What follows belongs to an exercise in optimizing a design on an open flow for small area; a production flow would make more cautious choices. Function was checked by simulation only, so behaviour that the tests miss may differ from the original. Power is estimated from default activity; no workload was simulated.

Setup of run A:
==> flow/design.v <==
package NetworkPkg;
  localparam int NODE_ID_W = 8;    
  localparam int HOPS_W    = 8;
  localparam int BRT_W     = 4;
  localparam int ADDR_W    = 64;
  localparam int PKT_W     = 2 * NODE_ID_W + HOPS_W + BRT_W + ADDR_W;
  localparam int PAY_W     = BRT_W + ADDR_W;    
  typedef struct packed {
    logic [NODE_ID_W-1:0] dest;
    logic [NODE_ID_W-1:0] src;
    logic [HOPS_W-1:0]    hops;
    logic [BRT_W-1:0]     brt;
    logic [ADDR_W-1:0]    addr;
  } pkt_t;
endpackage
module ring_inj_fifo
#(
  parameter int DEPTH = 4,
  parameter int W     = 71
) (
  input  logic             clk,
  input  logic             rst,
  input  logic             push_i,
  input  logic [W-1:0]     din_i,
  input  logic             pop_i,
  output logic [DEPTH-1:0] last_o,
  output logic [DEPTH*W-1:0] mem_o,
  output logic             full_o,
  output logic             empty_o
);
  localparam int PTR_W = $clog2(DEPTH);
  localparam int CNT_W = $clog2(DEPTH + 1);
  logic [W-1:0]     mem_q [DEPTH];
  logic [PTR_W-1:0] wr_ptr_q;
  logic [PTR_W-1:0] rd_ptr;
  logic [CNT_W-1:0] count_q;
  logic [DEPTH-1:0] last_q;
  logic             do_push;
  logic             do_pop;
  assign full_o  = (count_q == CNT_W'(DEPTH));
  assign empty_o = (count_q == '0);
  assign do_push = push_i && !full_o;
  assign do_pop  = pop_i && !empty_o;
  assign last_o  = last_q;
  for (genvar k = 0; k < DEPTH; k++) begin : g_mem
    assign mem_o[k*W +: W] = mem_q[k];
  end
  assign rd_ptr = wr_ptr_q - PTR_W'(count_q);
  always_ff @(posedge clk) begin
    if (do_push) wr_ptr_q <= wr_ptr_q + PTR_W'(1);
  end
  always_ff @(posedge clk or posedge rst) begin
    if (rst) begin
      count_q  <= '0;
      last_q   <= '0;
    end else begin
      if (do_push && !do_pop) count_q <= count_q + CNT_W'(1);
      else if (!do_push && do_pop) count_q <= count_q - CNT_W'(1);
      for (int k = 0; k < DEPTH; k++)
        last_q[k] <= do_pop && (rd_ptr == PTR_W'(k));
    end
  end
  always_ff @(posedge clk) begin
    if (do_push) mem_q[wr_ptr_q] <= din_i;
  end
endmodule
module ring_noc
#(
  parameter int NUM_NODES = 8,
  parameter int INJ_DEPTH = 4,
  parameter int IF_W = $clog2(NUM_NODES * (INJ_DEPTH + 1) + 1)
) (
  input  logic                       clk,
  input  logic                       rst,
  input  logic [NUM_NODES*NetworkPkg::PKT_W-1:0] pkt_in,
  input  logic [NUM_NODES-1:0]       pkt_in_valid,
  output logic [NUM_NODES-1:0]       pkt_in_ready,
  output logic [NUM_NODES*NetworkPkg::PKT_W-1:0] pkt_out,
  output logic [NUM_NODES-1:0]       pkt_out_valid,
  output logic                       dest_err,
  output logic [IF_W-1:0]            in_flight,
  output logic [NUM_NODES*32-1:0]    delivered_cnt
);
  localparam int ID_W  = $clog2(NUM_NODES);
  localparam int PAY_W = NetworkPkg::PAY_W;
  localparam int FW    = ID_W + PAY_W;         
  logic [NUM_NODES*FW-1:0]    link_dp;    
  logic [NUM_NODES*ID_W-1:0]  link_src;
  logic [NUM_NODES-1:0]       link_vld;
  logic [NUM_NODES-1:0] acc_vec;
  logic [NUM_NODES-1:0] bad_vec;
  logic [NUM_NODES-1:0] ej_vec;
  logic [IF_W-1:0]      acc_cnt;
  logic [IF_W-1:0]      ej_cnt;
  logic [IF_W-1:0]      in_flight_q;
  logic [IF_W-1:0]      in_flight_d;
  logic                 dest_err_q;
  for (genvar gi = 0; gi < NUM_NODES; gi++) begin : g_node
    localparam int PREV = (gi + NUM_NODES - 1) % NUM_NODES;
    logic legal;
    logic accept;
    logic fifo_full;
    logic fifo_empty;
    logic eject;
    logic fwd;
    logic pop;
    NetworkPkg::pkt_t in_req;
    logic [INJ_DEPTH-1:0] last;
    logic [INJ_DEPTH*FW-1:0] mem;
    logic [FW-1:0]    in_dp;
    logic [ID_W-1:0]  in_src;
    logic             fwd_q;      
    logic             out_vld_q;  
    logic [FW-1:0]    rx_dp_q;
    logic [ID_W-1:0]  rx_src_q;
    logic [ID_W-1:0]  out_hops;
    logic [FW-1:0]    sel_dp;
    assign in_dp   = link_dp[PREV*FW +: FW];
    assign in_src  = link_src[PREV*ID_W +: ID_W];
    assign in_req  = pkt_in[gi*NetworkPkg::PKT_W +: NetworkPkg::PKT_W];
    assign legal   = (in_req.dest[NetworkPkg::NODE_ID_W-1:ID_W] == '0);
    assign accept  = pkt_in_valid[gi] && !fifo_full;
    ring_inj_fifo #(.DEPTH(INJ_DEPTH), .W(FW)) u_fifo (
      .clk    (clk),
      .rst    (rst),
      .push_i (accept && legal),
      .din_i  ({in_req.dest[ID_W-1:0], in_req.brt, in_req.addr}),
      .pop_i  (pop),
      .last_o (last),
      .mem_o  (mem),
      .full_o (fifo_full),
      .empty_o(fifo_empty)
    );
    assign eject = link_vld[PREV] && (in_dp[FW-1 -: ID_W] == ID_W'(gi));
    assign fwd   = link_vld[PREV] && !eject;
    assign pop   = !fwd && !fifo_empty;
    always_ff @(posedge clk or posedge rst) begin
      if (rst) begin
        fwd_q     <= 1'b0;
        out_vld_q <= 1'b0;
      end else begin
        fwd_q     <= fwd;
        out_vld_q <= eject;
      end
    end
    always_ff @(posedge clk) begin
      rx_dp_q  <= in_dp;
      rx_src_q <= in_src;
    end
    always_comb begin
      sel_dp = fwd_q ? rx_dp_q : '0;
      for (int k = 0; k < INJ_DEPTH; k++)
        sel_dp = sel_dp | (last[k] ? mem[k*FW +: FW] : '0);
    end
    assign link_dp[gi*FW +: FW]     = sel_dp;
    assign link_src[gi*ID_W +: ID_W] = fwd_q ? rx_src_q : ID_W'(gi);
    assign link_vld[gi]             = fwd_q || (|last);
    assign out_hops = ID_W'(gi) - rx_src_q - ID_W'(1);
    assign pkt_out[gi*NetworkPkg::PKT_W +: NetworkPkg::PKT_W] =
      {NetworkPkg::NODE_ID_W'(gi), NetworkPkg::NODE_ID_W'(rx_src_q),
       NetworkPkg::HOPS_W'(out_hops) + NetworkPkg::HOPS_W'(1),
       rx_dp_q[PAY_W-1:0]};
    assign pkt_out_valid[gi] = out_vld_q;
    assign pkt_in_ready[gi]  = !fifo_full;
    assign acc_vec[gi]       = accept && legal;
    assign bad_vec[gi]       = accept && !legal;
    assign ej_vec[gi]        = eject;
    logic [31:0] dcnt_q;
    logic [31:0] dcnt_t;    
    logic [8:0]  dcnt_c;    
    assign dcnt_c[0] = eject;
    for (genvar j = 0; j < 8; j++) begin : g_blk
      assign dcnt_c[j+1]  = dcnt_c[j] && (&dcnt_q[4*j +: 4]);
      assign dcnt_t[4*j] = dcnt_c[j];
      for (genvar b = 1; b < 4; b++) begin : g_bit
        assign dcnt_t[4*j+b] = dcnt_t[4*j+b-1] && dcnt_q[4*j+b-1];
      end
    end
    always_ff @(posedge clk or posedge rst) begin
      if (rst)        dcnt_q <= '0;
      else            dcnt_q <= dcnt_q ^ dcnt_t;
    end
    assign delivered_cnt[gi*32 +: 32] = dcnt_q;
  end
  always_comb begin
    acc_cnt = '0;
    ej_cnt  = '0;
    for (int k = 0; k < NUM_NODES; k++) begin
      acc_cnt = acc_cnt + IF_W'(acc_vec[k]);
      ej_cnt  = ej_cnt + IF_W'(ej_vec[k]);
    end
    in_flight_d = in_flight_q + acc_cnt - ej_cnt;
  end
  always_ff @(posedge clk or posedge rst) begin
    if (rst) begin
      in_flight_q <= '0;
      dest_err_q  <= 1'b0;
    end else begin
      in_flight_q <= in_flight_d;
      dest_err_q  <= dest_err_q | (|bad_vec);
    end
  end
  assign in_flight = in_flight_q;
  assign dest_err  = dest_err_q;
endmodule
export LEC_CHECK = 0
export CAP_MARGIN = 20
export CORE_MARGIN = 2
export CORE_UTILIZATION = 40
export SLEW_MARGIN = 20
create_clock -name core_clock -period 7.0 [get_ports {clk}]
standard.sh (not shown) runs the stock make flow with config.mk's settings and CLKGATE_MAP_FILE= SYNTH_SCRIPT=/design/flow/synth_recipe.tcl, a recipe that flattens the netlist after the stock synthesis.
==> flow/flow/run.sh <==
#!/bin/bash
# The standard layout (standard.sh, unchanged synthesis and steps) with
# two layout choices changed:
#  - port buffers are sky130_fd_sc_hd__buf_1 instead of clkdlybuf4s50_1
#    (every input and output port still gets its own buffer);
#  - clock tree: clkbuf_16 only, sink clusters of up to 30 flops within
#    80 um, and no dummy loads;
#  - constant outputs share the synthesis's tie cell (no per-load tie
#    cells); repair_design buffers that net as needed.
# ORFS writes each step's full log under orfs/logs/; make's own output goes
# to standard.log.
set -o pipefail
export BUFFER_PORTS_ARGS="-buffer_cell sky130_fd_sc_hd__buf_1"
export CTS_ARGS="-sink_clustering_enable -repair_clock_nets -dont_use_dummy_load -buf_list sky130_fd_sc_hd__clkbuf_16 -sink_clustering_size 30 -sink_clustering_max_diameter 80"
export SKIP_REPAIR_TIE_FANOUT=1
bash standard.sh > standard.log 2>&1
Run A: flow completed, timing, DRC and antenna clean
Here is what was changed in the inputs of run B compared with run A.
- CORE_UTILIZATION now 45, was 40
==> comparison <==
Clock buffer instance count of the final layout in run B is 3.8% lower than in run A. Diff run A -> run B: first-pass iteration count of the detailed router moved down, share of cell area taken by multi-input logic gates level, number of tapcells moved down, delay contributed by the slowest stage of the critical path moved down.
Input-level comparison between run C and run B:
- changing CORE_UTILIZATION from 45 to 40
- setting PLACE_DENSITY to 0.75 for the first time
==> flow/flow/run.sh <==
#!/bin/bash
# The standard layout (standard.sh, unchanged synthesis and steps) with
# two layout choices changed:
#  - port buffers are sky130_fd_sc_hd__buf_1 instead of clkdlybuf4s50_1
#    (every input and output port still gets its own buffer);
#  - clock tree: clkbuf_16 only, sink clusters of up to 30 flops within
#    80 um, and no dummy loads.
# ORFS writes each step's full log under orfs/logs/; make's own output goes
# to standard.log.
set -o pipefail
export BUFFER_PORTS_ARGS="-buffer_cell sky130_fd_sc_hd__buf_1"
export CTS_ARGS="-sink_clustering_enable -repair_clock_nets -dont_use_dummy_load -buf_list sky130_fd_sc_hd__clkbuf_16 -sink_clustering_size 30 -sink_clustering_max_diameter 80"
bash standard.sh > standard.log 2>&1
### Flow results
- All of run B and run C finish clean.
- The lower power density over cell area came out of run B.
- Diff run B and run C: clock latency on the worst-skew pair lower in run B
- Taking run B as the reference point, the combined global-route utilization of all metal layers of run C falls by 2.4 points.
- On achievable frequency, run B loses to run C.
- Cmp run C vs run B: layout clock buffer count higher in run C
- Buffer and inverter count on the worst path ends up higher on run C.
- Per the comparison of run C with run B, overall die area picked up an extra 32000 µm², routed wire length increased about 4.3%, final instance area saw an increase, core utilization went down, last weighted congestion value of the routability-driven placer picked up an extra 5.4%.
Here is what was changed in the inputs of run D compared with run C.
- a change of CAP_MARGIN from 20 to 10
- a change of SLEW_MARGIN from 20 to 10
- a deleted PLACE_DENSITY that had been 0.75
- ~same sequential share of layout area in run D and run C
- Run D against run C; number of buffers added by the clock tree synthesis step is up slightly.
- Taking run C as the reference, in run D count of pins over their slew limit was more or less identical, clock insertion delay at the later pin of the skew report went up 0.03 ns.
- On met1 capacity usage during global routing: run D sits above run C.
- Looking at pre-CTS setup slack, run D sits 0.14 ns below run C.
- Relative to run C, the maximum fanout along the worst path of run D is lower by 4.
- Number of antenna violations at the first check in global routing (run D vs. run C) decreases by a few percent
### run D -> run E
- SLEW_MARGIN now 20, was 10
- CAP_MARGIN now 20, was 10
Results
The final critical path time including I/O delays and setup in run E sits 0.024 ns above the value recorded for run D.
Diff run D -> run E: synthesized area divided by synthesized cell count was more or less identical; number of antenna violations at the first check in global routing was more or less identical; sum of routed wire length over all layers was more or less identical; first-iteration DRC count went down by 35.
Run E ends up with higher final clock period utilization by the worst path than run D does.
Changes observed in run E relative to run D: total power has remained practically unchanged, number of vias in the routed layout has decreased, number of max-cap violations has remained practically unchanged.
Fraction of the core area covered by cells at the end of the flow delta (run E -> run D): insignificant
Compared run E against run D; cell count within noise.

* * *

Setup of indigo:
ring_noc, a different RTL version from the one above (not shown whole).
For scale: about 7300 cells after synthesis.
## ring_noc
module ring_noc
#(
  parameter int NUM_NODES = 8,
  parameter int INJ_DEPTH = 4,
  parameter int IF_W = $clog2(NUM_NODES * (INJ_DEPTH + 1) + 1)
) (
  input  logic                       clk,
  input  logic                       rst,
  input  logic [NUM_NODES*NetworkPkg::PKT_W-1:0] pkt_in,
  input  logic [NUM_NODES-1:0]       pkt_in_valid,
  output logic [NUM_NODES-1:0]       pkt_in_ready,
  output logic [NUM_NODES*NetworkPkg::PKT_W-1:0] pkt_out,
  output logic [NUM_NODES-1:0]       pkt_out_valid,
  output logic                       dest_err,
  output logic [IF_W-1:0]            in_flight,
  output logic [NUM_NODES*32-1:0]    delivered_cnt
);
clock: 7.0 ns
lec_check: 0
cap_margin: 20
core_margin: 2
core_utilization: 60
cts_buf_list: sky130_fd_sc_hd__clkbuf_8
slew_margin: 20
run.sh (not shown) runs the stock make flow with config.mk's settings and CLKGATE_MAP_FILE= SYNTH_SCRIPT=/design/flow/synth_recipe.tcl, a recipe that flattens the netlist after the stock synthesis.
Stock flow here: none of the scripts above is used.
Seen in the log of indigo: PPL-0024 during 3_2_place_iop, after which the run never completed.
What lagoon does differently from indigo at the input level:
--- a/flow/config.mk
+++ b/flow/config.mk
@@ -9,4 +9,3 @@
 export CORE_MARGIN = 2
-export CORE_UTILIZATION = 60
-export CTS_BUF_LIST = sky130_fd_sc_hd__clkbuf_8
+export CORE_UTILIZATION = 40
 export SLEW_MARGIN = 20
Notes after the runs:
lagoon completed every stage of the flow, and the final layout passed the timing, design-rule and antenna checks.
Taking indigo as the reference, in lagoon starting density of the core -20 points, chip width +about 22%, sequential element share of the synthesized area ~0 delta.
The inputs of juniper differ from those of lagoon as listed below.
==> flow/flow/run.sh (new file) <==
#!/bin/bash
set -o pipefail
cp standard.sh standard.sh.txt
export BUFFER_PORTS_ARGS="-buffer_cell sky130_fd_sc_hd__buf_1"
bash standard.sh > standard.log 2>&1
==> flow/standard.sh (new file) <==
#!/bin/bash
# synth_recipe.tcl (not shown) runs the flow's synth.tcl, then flattens the netlist and writes it again
# the make line also repeats each setting of config.mk as NAME=value (left out here)
make -C /OpenROAD-flow-scripts/flow DESIGN_CONFIG=/design/flow/config.mk WORK_HOME=/design/flow/orfs CLKGATE_MAP_FILE= SYNTH_SCRIPT=/design/flow/synth_recipe.tcl "${@:-finish}"
removed: flow/run.sh
--- outcome ---
- Of lagoon and juniper, lagoon shows the lower number of design-rule violations left by the first detailed-router iteration, with juniper above it.
- Going from lagoon to juniper, slack of the critical path dropped 0.056 ns, total chip power decreased by 3.3% relative to the old numbers, met1 routed wirelength after detailed routing now sits lower, largest incremental delay on the critical path climbed 0.12 ns, top achievable clock speed down about 0.9%.
- Comparing lagoon and juniper, the higher average routed wire per standard cell is on lagoon.

[afterwards: timing with drivers on the ports]
The flow's constraints put no driver on any port. The routed layouts listed below were extracted and timed again, unchanged, in two steps. Step 1 sets driving cells, clkbuf_16 on the clock port and buf_2 on the other inputs (assumed; they add their load-dependent delay and slew). Step 2 moves the port delays by t, midway between the first and last clock arrival at a register: inputs arrive t later, outputs are due t later. That takes back most of the time a late clock gives input paths. a / b / c = ideal / step 1 / step 2; a / b = the first two.
run	t, ns	setup WS [ns]	worst setup path at the end	slew at the worst register clock pin (ns)	cell pins on the clock port's net
run A	0.904	1.113 / 1.113 / 0.525	input to register	0.12 / 0.12	1
run B	0.893	1.071 / 1.071 / 0.379	input to register	0.11 / 0.11	1
run C	0.907	1.131 / 1.131 / 0.599	input to register	0.12 / 0.12	1
run D	0.930	1.217 / 1.217 / 0.518	input to register	0.12 / 0.12	1
run E	0.926	1.193 / 1.193 / 0.520	input to register	0.12 / 0.12	1
lagoon	1.002	1.096 / 1.096 / 0.422	input to register	0.07 / 0.07	1
juniper	0.979	1.040 / 1.040 / 0.708	input to register	0.07 / 0.07	1
After both steps every run listed still meets setup and hold. The setup slack of run D, which loses most, moves by 0.000 ns with the drivers and by -0.699 ns with both steps.
